Background: an optimization exercise with open tools, aiming at small area and a short achievable clock period. Do not read the settings as production practice. At most, simulation tests tie the RTL to the original design; equivalence was not proved. Power figures rest on the tool's default switching activity, not on a simulated workload.

==> try-fjord: inputs <==
// issue_unit
module issue_unit #(
   parameter int MUL_LAT = 4,
   parameter int TAG_W   = 6,
   parameter int DATA_W  = 32
) (
   input  logic              clk,
   input  logic              reset,
   input  logic [5:0]        issueint_opcode,
   input  logic [TAG_W-1:0]  issueint_rdtag,
   input  logic [DATA_W-1:0] issueint_rsdata,
   input  logic [DATA_W-1:0] issueint_rtdata,
   input  logic              issueint_ready,
   output logic              issueint_done,
   input  logic [TAG_W-1:0]  issuemul_rdtag,
   input  logic [DATA_W-1:0] issuemul_rsdata,
   input  logic [DATA_W-1:0] issuemul_rtdata,
   input  logic              issuemul_ready,
   output logic              issuemul_done,
   output logic [TAG_W-1:0]  cdb_tag,
   output logic [DATA_W-1:0] cdb_data,
   output logic              cdb_valid
);
clock: 8.0 ns
lec_check: 0
abc_clock_period_in_ps: 4000
cap_margin: 20
core_margin: 2
core_utilization: 40
setup_slack_margin: 4.3
slew_margin: 20
synth_hierarchical: 1
standard.sh (not shown) runs the stock make flow with config.mk's settings and CLKGATE_MAP_FILE= SYNTH_SCRIPT=/design/flow/synth_recipe.tcl, a recipe that flattens the netlist after the stock synthesis.
==> flow/flow/run.sh <==
#!/bin/bash
set -euo pipefail
export BUFFER_PORTS_ARGS="-buffer_cell sky130_fd_sc_hd__buf_1"
bash standard.sh > standard.log 2>&1
==> try-willow: changes against try-fjord <==
--- a/flow/config.mk
+++ b/flow/config.mk
@@ -9,6 +9,7 @@
 export CAP_MARGIN = 20
 export CORE_MARGIN = 2
 export CORE_UTILIZATION = 40
+export CTS_BUF_LIST = sky130_fd_sc_hd__clkbuf_4 sky130_fd_sc_hd__clkbuf_8
 export SETUP_SLACK_MARGIN = 4.3
 export SLEW_MARGIN = 20
 export SYNTH_HIERARCHICAL = 1
==> metrics.md <==
| Metric | Value |
|---|---|
| Status | `no timing/DRC/antenna violations` |
| CP cell instances | `buf_2 > nand2_1 > nor2_1 > buf_1` |
| Vias in the first global route | `between 15000 and 20000` |
| Clock buf count | `36` |
| Buffer share of cell area | `roughly 6.0%` |
| Worst reg2reg setup slack | `approximately 4400 ps` |
| Final Hold Slack | `323 ps` |
| Worst Setup EP | `issueint_done` |
| Final core utilization | `45.5%` |
| Area of the multi-input gates | `~15000 um^2` |
[end of results for try-fjord]
==> metrics.md <==
| Metric | Value |
|---|---|
| Worst reg2reg setup slack | `around 4400 ps` |
| Final worst slack | `4350 ps` |
| Worst Setup EP | `cdb_data_q[21]` |
| Met1 Wirelength | `roughly 25 mm` |
| Clock buf count | `63` |
| Buffer share of cell area | `between 5 and 6%` |
| Pwr dens | `roughly 350 nW/um^2` |
| Status | `no timing/DRC/antenna violations` |
| Area of the multi-input gates | `approximately 15000 um^2` |
| Final Hold Slack | `322 ps` |
| Final core utilization | `45.7%` |
| CP cell instances | `clkbuf_2 > mux2_2 > fa_2 > a211oi_2 > o211ai_1 > nand4_1 > a21oi_4 > or4_2 > a32oi_1 > o21ai_1` |
| Vias in the first global route | `between 15000 and 20000` |
[end of results for try-willow]

==> inputs of job 3538 <==
issue_unit, a different RTL version from the one above (not shown whole).
==> flow/config.mk <==
export PLATFORM = sky130hd
export DESIGN_NAME = issue_unit
export DESIGN_NICKNAME = issue_unit
export VERILOG_FILES = /design/flow/design.v
export SDC_FILE = /design/flow/constraint.sdc
export NUM_CORES = 4
export LEC_CHECK = 0
export ABC_CLOCK_PERIOD_IN_PS = 4000
export CAP_MARGIN = 20
export CORE_MARGIN = 2
export CORE_UTILIZATION = 40
export SETUP_SLACK_MARGIN = 4.45
export SLEW_MARGIN = 20
export SYNTH_HIERARCHICAL = 1
==> flow/constraint.sdc <==
create_clock -name core_clock -period 8.0 [get_ports {clk}]
set_input_delay 1.6000 -clock core_clock [delete_from_list [all_inputs] [get_ports {clk}]]
set_output_delay 1.6000 -clock core_clock [all_outputs]
set_load 0.01 [all_outputs]
Scripts as last shown in full above: flow/flow/run.sh
==> inputs of job 5883, as changes to job 3538 <==
--- a/flow/design.v
+++ b/flow/design.v
@@ -1438,13 +1438,13 @@
    assign hu[30] = bs30;
    assign hv[30] = bc29;
    logic bs31, bc31;
    mul_fa u_bfa31 (.a(hx2_q[31]), .b(hy2_q[31]), .c(hz2_q[31]), .s(bs31), .co(bc31));
    assign hu[31] = bs31;
    assign hv[31] = bc30;
-   issue_mul_bk #(.W(32 - K)) u_hi (.a(hu), .b(hv), .cin(c2_q), .s(hi_sum));
+   issue_mul_bk #(.W(32 - K), .TOP(16)) u_hi (.a(hu), .b(hv), .cin(c2_q), .s(hi_sum));
    always_ff @(posedge clk) begin
       if (!reset) mv <= '0;
       else        mv <= {mv[2:1], in_valid};
    end
    always_ff @(posedge clk) begin
       a_q    <= in_a;
@@ -1473,13 +1473,14 @@
    output logic co
 );
    assign s  = a ^ b ^ c;
    assign co = (a & b) | (a & c) | (b & c);
 endmodule
 module issue_mul_bk #(
-   parameter int W = 22
+   parameter int W   = 22,
+   parameter int TOP = 16     
 ) (
    input  logic [W-1:0] a,
    input  logic [W-1:0] b,
    input  logic         cin,
    output logic [W-1:0] s
 );
@@ -1493,13 +1494,13 @@
       for (int d = 1; d < W; d = d * 2) begin
          for (int i = 2 * d - 1; i < W; i += 2 * d) begin
             gg[i] = gg[i] | (pp[i] & gg[i-d]);
             pp[i] = pp[i] & pp[i-d];
          end
       end
-      for (int d = 1 << ($clog2(W) - 1); d >= 1; d = d / 2) begin
+      for (int d = TOP; d >= 1; d = d / 2) begin
          for (int i = 3 * d - 1; i < W; i += 2 * d) begin
             gg[i] = gg[i] | (pp[i] & gg[i-d]);
             pp[i] = pp[i] & pp[i-d];
          end
       end
       s = p ^ {gg[W-2:0], cin};
@@ -1575,22 +1576,22 @@
       carry[0] = op[1];
       for (int i = 0; i < DATA_W; i++) carry[i+1] = pg_g[5][i];
    end
    assign sum  = pg_p[0] ^ carry[DATA_W-1:0];
    assign cout = carry[DATA_W];
    assign lt = ~cout ^ (~op[0] & (a[DATA_W-1] ^ b[DATA_W-1]));
+   issue_logic #(.W(DATA_W)) u_logic (
+      .p  (pg_p[0]),
+      .g  (pg_g[0]),
+      .bx (bx),
+      .op (op[1:0]),
+      .sel(sel_logic),
+      .r  (logic_r)
+   );
    always_comb begin
-      case (op[1:0])
-         2'b00:   logic_r = a & b;
-         2'b01:   logic_r = a | b;
-         2'b10:   logic_r = a ^ b;
-         default: logic_r = ~(a | b);
-      endcase
-   end
-   always_comb begin
-      alu_result = ({DATA_W{sel_add}} & sum) | ({DATA_W{sel_logic}} & logic_r);
+      alu_result = ({DATA_W{sel_add}} & sum) | logic_r;
       alu_result[0] = alu_result[0] | (sel_cmp & lt);
    end
    issue_mul_pipe #(
       .MUL_LAT (MUL_LAT),
       .TAG_W   (TAG_W),
       .DATA_W  (DATA_W)
@@ -1616,6 +1617,23 @@
       cdb_data_q <= near_v ? near_data : alu_result;
    end
    assign cdb_valid = cdb_v_q;
    assign cdb_tag   = cdb_tag_q;
    assign cdb_data  = cdb_data_q;
 endmodule
+module issue_logic #(
+   parameter int W = 32
+) (
+   input  logic [W-1:0] p,
+   input  logic [W-1:0] g,
+   input  logic [W-1:0] bx,
+   input  logic [1:0]   op,
+   input  logic         sel,
+   output logic [W-1:0] r
+);
+   logic s_g, s_p, s_np, s_pb;
+   assign s_g  = sel & ~op[1];             
+   assign s_p  = sel & ~op[1] & op[0];     
+   assign s_np = sel & op[1] & ~op[0];     
+   assign s_pb = sel & op[1] & op[0];      
+   assign r = ({W{s_g}} & g) | ({W{s_p}} & p) | ({W{s_np}} & ~p) | ({W{s_pb}} & p & bx);
+endmodule
Settings changed: CORE_UTILIZATION 40 to 55.
==> inputs of job 3641, as changes to job 3538 <==
--- a/flow/design.v
+++ b/flow/design.v
@@ -1438,13 +1438,13 @@
    assign hu[30] = bs30;
    assign hv[30] = bc29;
    logic bs31, bc31;
    mul_fa u_bfa31 (.a(hx2_q[31]), .b(hy2_q[31]), .c(hz2_q[31]), .s(bs31), .co(bc31));
    assign hu[31] = bs31;
    assign hv[31] = bc30;
-   issue_mul_bk #(.W(32 - K)) u_hi (.a(hu), .b(hv), .cin(c2_q), .s(hi_sum));
+   issue_mul_bk #(.W(32 - K), .TOP(16)) u_hi (.a(hu), .b(hv), .cin(c2_q), .s(hi_sum));
    always_ff @(posedge clk) begin
       if (!reset) mv <= '0;
       else        mv <= {mv[2:1], in_valid};
    end
    always_ff @(posedge clk) begin
       a_q    <= in_a;
@@ -1473,13 +1473,14 @@
    output logic co
 );
    assign s  = a ^ b ^ c;
    assign co = (a & b) | (a & c) | (b & c);
 endmodule
 module issue_mul_bk #(
-   parameter int W = 22
+   parameter int W   = 22,
+   parameter int TOP = 16     
 ) (
    input  logic [W-1:0] a,
    input  logic [W-1:0] b,
    input  logic         cin,
    output logic [W-1:0] s
 );
@@ -1493,13 +1494,13 @@
       for (int d = 1; d < W; d = d * 2) begin
          for (int i = 2 * d - 1; i < W; i += 2 * d) begin
             gg[i] = gg[i] | (pp[i] & gg[i-d]);
             pp[i] = pp[i] & pp[i-d];
          end
       end
-      for (int d = 1 << ($clog2(W) - 1); d >= 1; d = d / 2) begin
+      for (int d = TOP; d >= 1; d = d / 2) begin
          for (int i = 3 * d - 1; i < W; i += 2 * d) begin
             gg[i] = gg[i] | (pp[i] & gg[i-d]);
             pp[i] = pp[i] & pp[i-d];
          end
       end
       s = p ^ {gg[W-2:0], cin};
@@ -1575,22 +1576,22 @@
       carry[0] = op[1];
       for (int i = 0; i < DATA_W; i++) carry[i+1] = pg_g[5][i];
    end
    assign sum  = pg_p[0] ^ carry[DATA_W-1:0];
    assign cout = carry[DATA_W];
    assign lt = ~cout ^ (~op[0] & (a[DATA_W-1] ^ b[DATA_W-1]));
+   issue_logic #(.W(DATA_W)) u_logic (
+      .p  (pg_p[0]),
+      .g  (pg_g[0]),
+      .bx (bx),
+      .op (op[1:0]),
+      .sel(sel_logic),
+      .r  (logic_r)
+   );
    always_comb begin
-      case (op[1:0])
-         2'b00:   logic_r = a & b;
-         2'b01:   logic_r = a | b;
-         2'b10:   logic_r = a ^ b;
-         default: logic_r = ~(a | b);
-      endcase
-   end
-   always_comb begin
-      alu_result = ({DATA_W{sel_add}} & sum) | ({DATA_W{sel_logic}} & logic_r);
+      alu_result = ({DATA_W{sel_add}} & sum) | logic_r;
       alu_result[0] = alu_result[0] | (sel_cmp & lt);
    end
    issue_mul_pipe #(
       .MUL_LAT (MUL_LAT),
       .TAG_W   (TAG_W),
       .DATA_W  (DATA_W)
@@ -1616,6 +1617,23 @@
       cdb_data_q <= near_v ? near_data : alu_result;
    end
    assign cdb_valid = cdb_v_q;
    assign cdb_tag   = cdb_tag_q;
    assign cdb_data  = cdb_data_q;
 endmodule
+module issue_logic #(
+   parameter int W = 32
+) (
+   input  logic [W-1:0] p,
+   input  logic [W-1:0] g,
+   input  logic [W-1:0] bx,
+   input  logic [1:0]   op,
+   input  logic         sel,
+   output logic [W-1:0] r
+);
+   logic s_g, s_p, s_np, s_pb;
+   assign s_g  = sel & ~op[1];             
+   assign s_p  = sel & ~op[1] & op[0];     
+   assign s_np = sel & op[1] & ~op[0];     
+   assign s_pb = sel & op[1] & op[0];      
+   assign r = ({W{s_g}} & g) | ({W{s_p}} & p) | ({W{s_np}} & ~p) | ({W{s_pb}} & p & bx);
+endmodule
Settings changed: CORE_UTILIZATION 40 to 50, PLACE_DENSITY from default to 0.7.
==> summary.md <==
| Metric | Value |
|---|---|
| Data required, critical path | 8.44 ns |
| Critical path class | input port to register |
| Status | no timing/DRC/antenna violations |
| Cell count after placement | 2418 |
| Most frequent CP cell | buf_16 |
| Layout Utilization | 0.578 |
| Hold worst-path end | u_mul.p3_q[7] |
| Synth Area in Simple Gates | 0.0703 |
| Syn avg cell area | 10.5 um^2 |
| Internal Pwr Total | 4.30 mW |
That was job 3641.
==> summary.md <==
| Metric | Value |
|---|---|
| Hold worst-path end | u_mul.tag3_q[3] |
| Sequential share of power | 0.246 |
| Status | no timing/DRC/antenna violations |
| Data required, critical path | 8.42 ns |
| Area of the multi-input gates | 14400 um^2 |
| Initial Util | 0.404 |
| Syn avg cell area | 10.2 um^2 |
| Worst vdd ir | 0.000180 V |
| Clk pwr share | 0.194 |
| Internal Pwr Total | 4.41 mW |
| Most frequent CP cell | inv_1 |
| Synth Area in Simple Gates | 0.0537 |
| Critical path class | input port to register |
| Hold WS | 0.321 ns |
| Layout cells sized above 1 | 0.103 |
| Layout Utilization | 0.464 |
| # hold bufs at CTS | 0 |
That was job 3538.
==> summary.md <==
| Metric | Value |
|---|---|
| Status | no timing/DRC/antenna violations |
| Syn avg cell area | 10.5 um^2 |
| Layout Utilization | 0.641 |
| Synth Area in Simple Gates | 0.0703 |
| Die height | 191 um |
| Hold worst-path end | u_mul.p3_q[7] |
| Data required, critical path | 6.40 ns |
| Initial antenna violation count | 0 |
| H-Tree Depth | 1 |
| Critical path class | input port to primary output |
That was job 5883.
Only the layout flow was run in job 3538; the RTL was not checked for function there.

[static timing again, ports no longer ideal]
In the flow no input, the clock included, has a driving cell. The finished layouts below were timed again as built, in two steps.
Step 1: set_driving_cell puts a clkbuf_16 on clk and a buf_2 on each other input, an assumption about the parent block.
Step 2, shift: input delay + t, output delay - t, t = (earliest + latest rising clock arrival at the registers) / 2. This alone moves slack from input paths to output paths.
a / b / c = ideal / step 1 / step 2; a / b = the first two.
| run | t, ns | setup WS [ns] | worst hold slack (ns) | latest minus earliest clock arrival (ns) |
|---|---|---|---|---|
| try-fjord | 0.639 | 4.369 / 4.321 / 3.683 | 0.323 / 0.323 / 0.323 | 0.019 / 0.019 |
| try-willow | 0.674 | 4.353 / 4.345 / 3.672 | 0.322 / 0.322 / 0.322 | 0.029 / 0.029 |
| job 3538 | 0.629 | 4.302 / 4.259 / 3.629 | 0.321 / 0.321 / 0.321 | 0.027 / 0.027 |
| job 5883 | 0.615 | 4.422 / 4.378 / 3.794 | 0.322 / 0.322 / 0.322 | 0.014 / 0.014 |
| job 3641 | 0.618 | 4.352 / 4.326 / 3.708 | 0.320 / 0.320 / 0.320 | 0.028 / 0.028 |
After both steps every run listed still meets setup and hold. For try-fjord, which loses most, drivers alone change the setup slack by -0.048 ns; drivers and shift together by -0.686 ns.
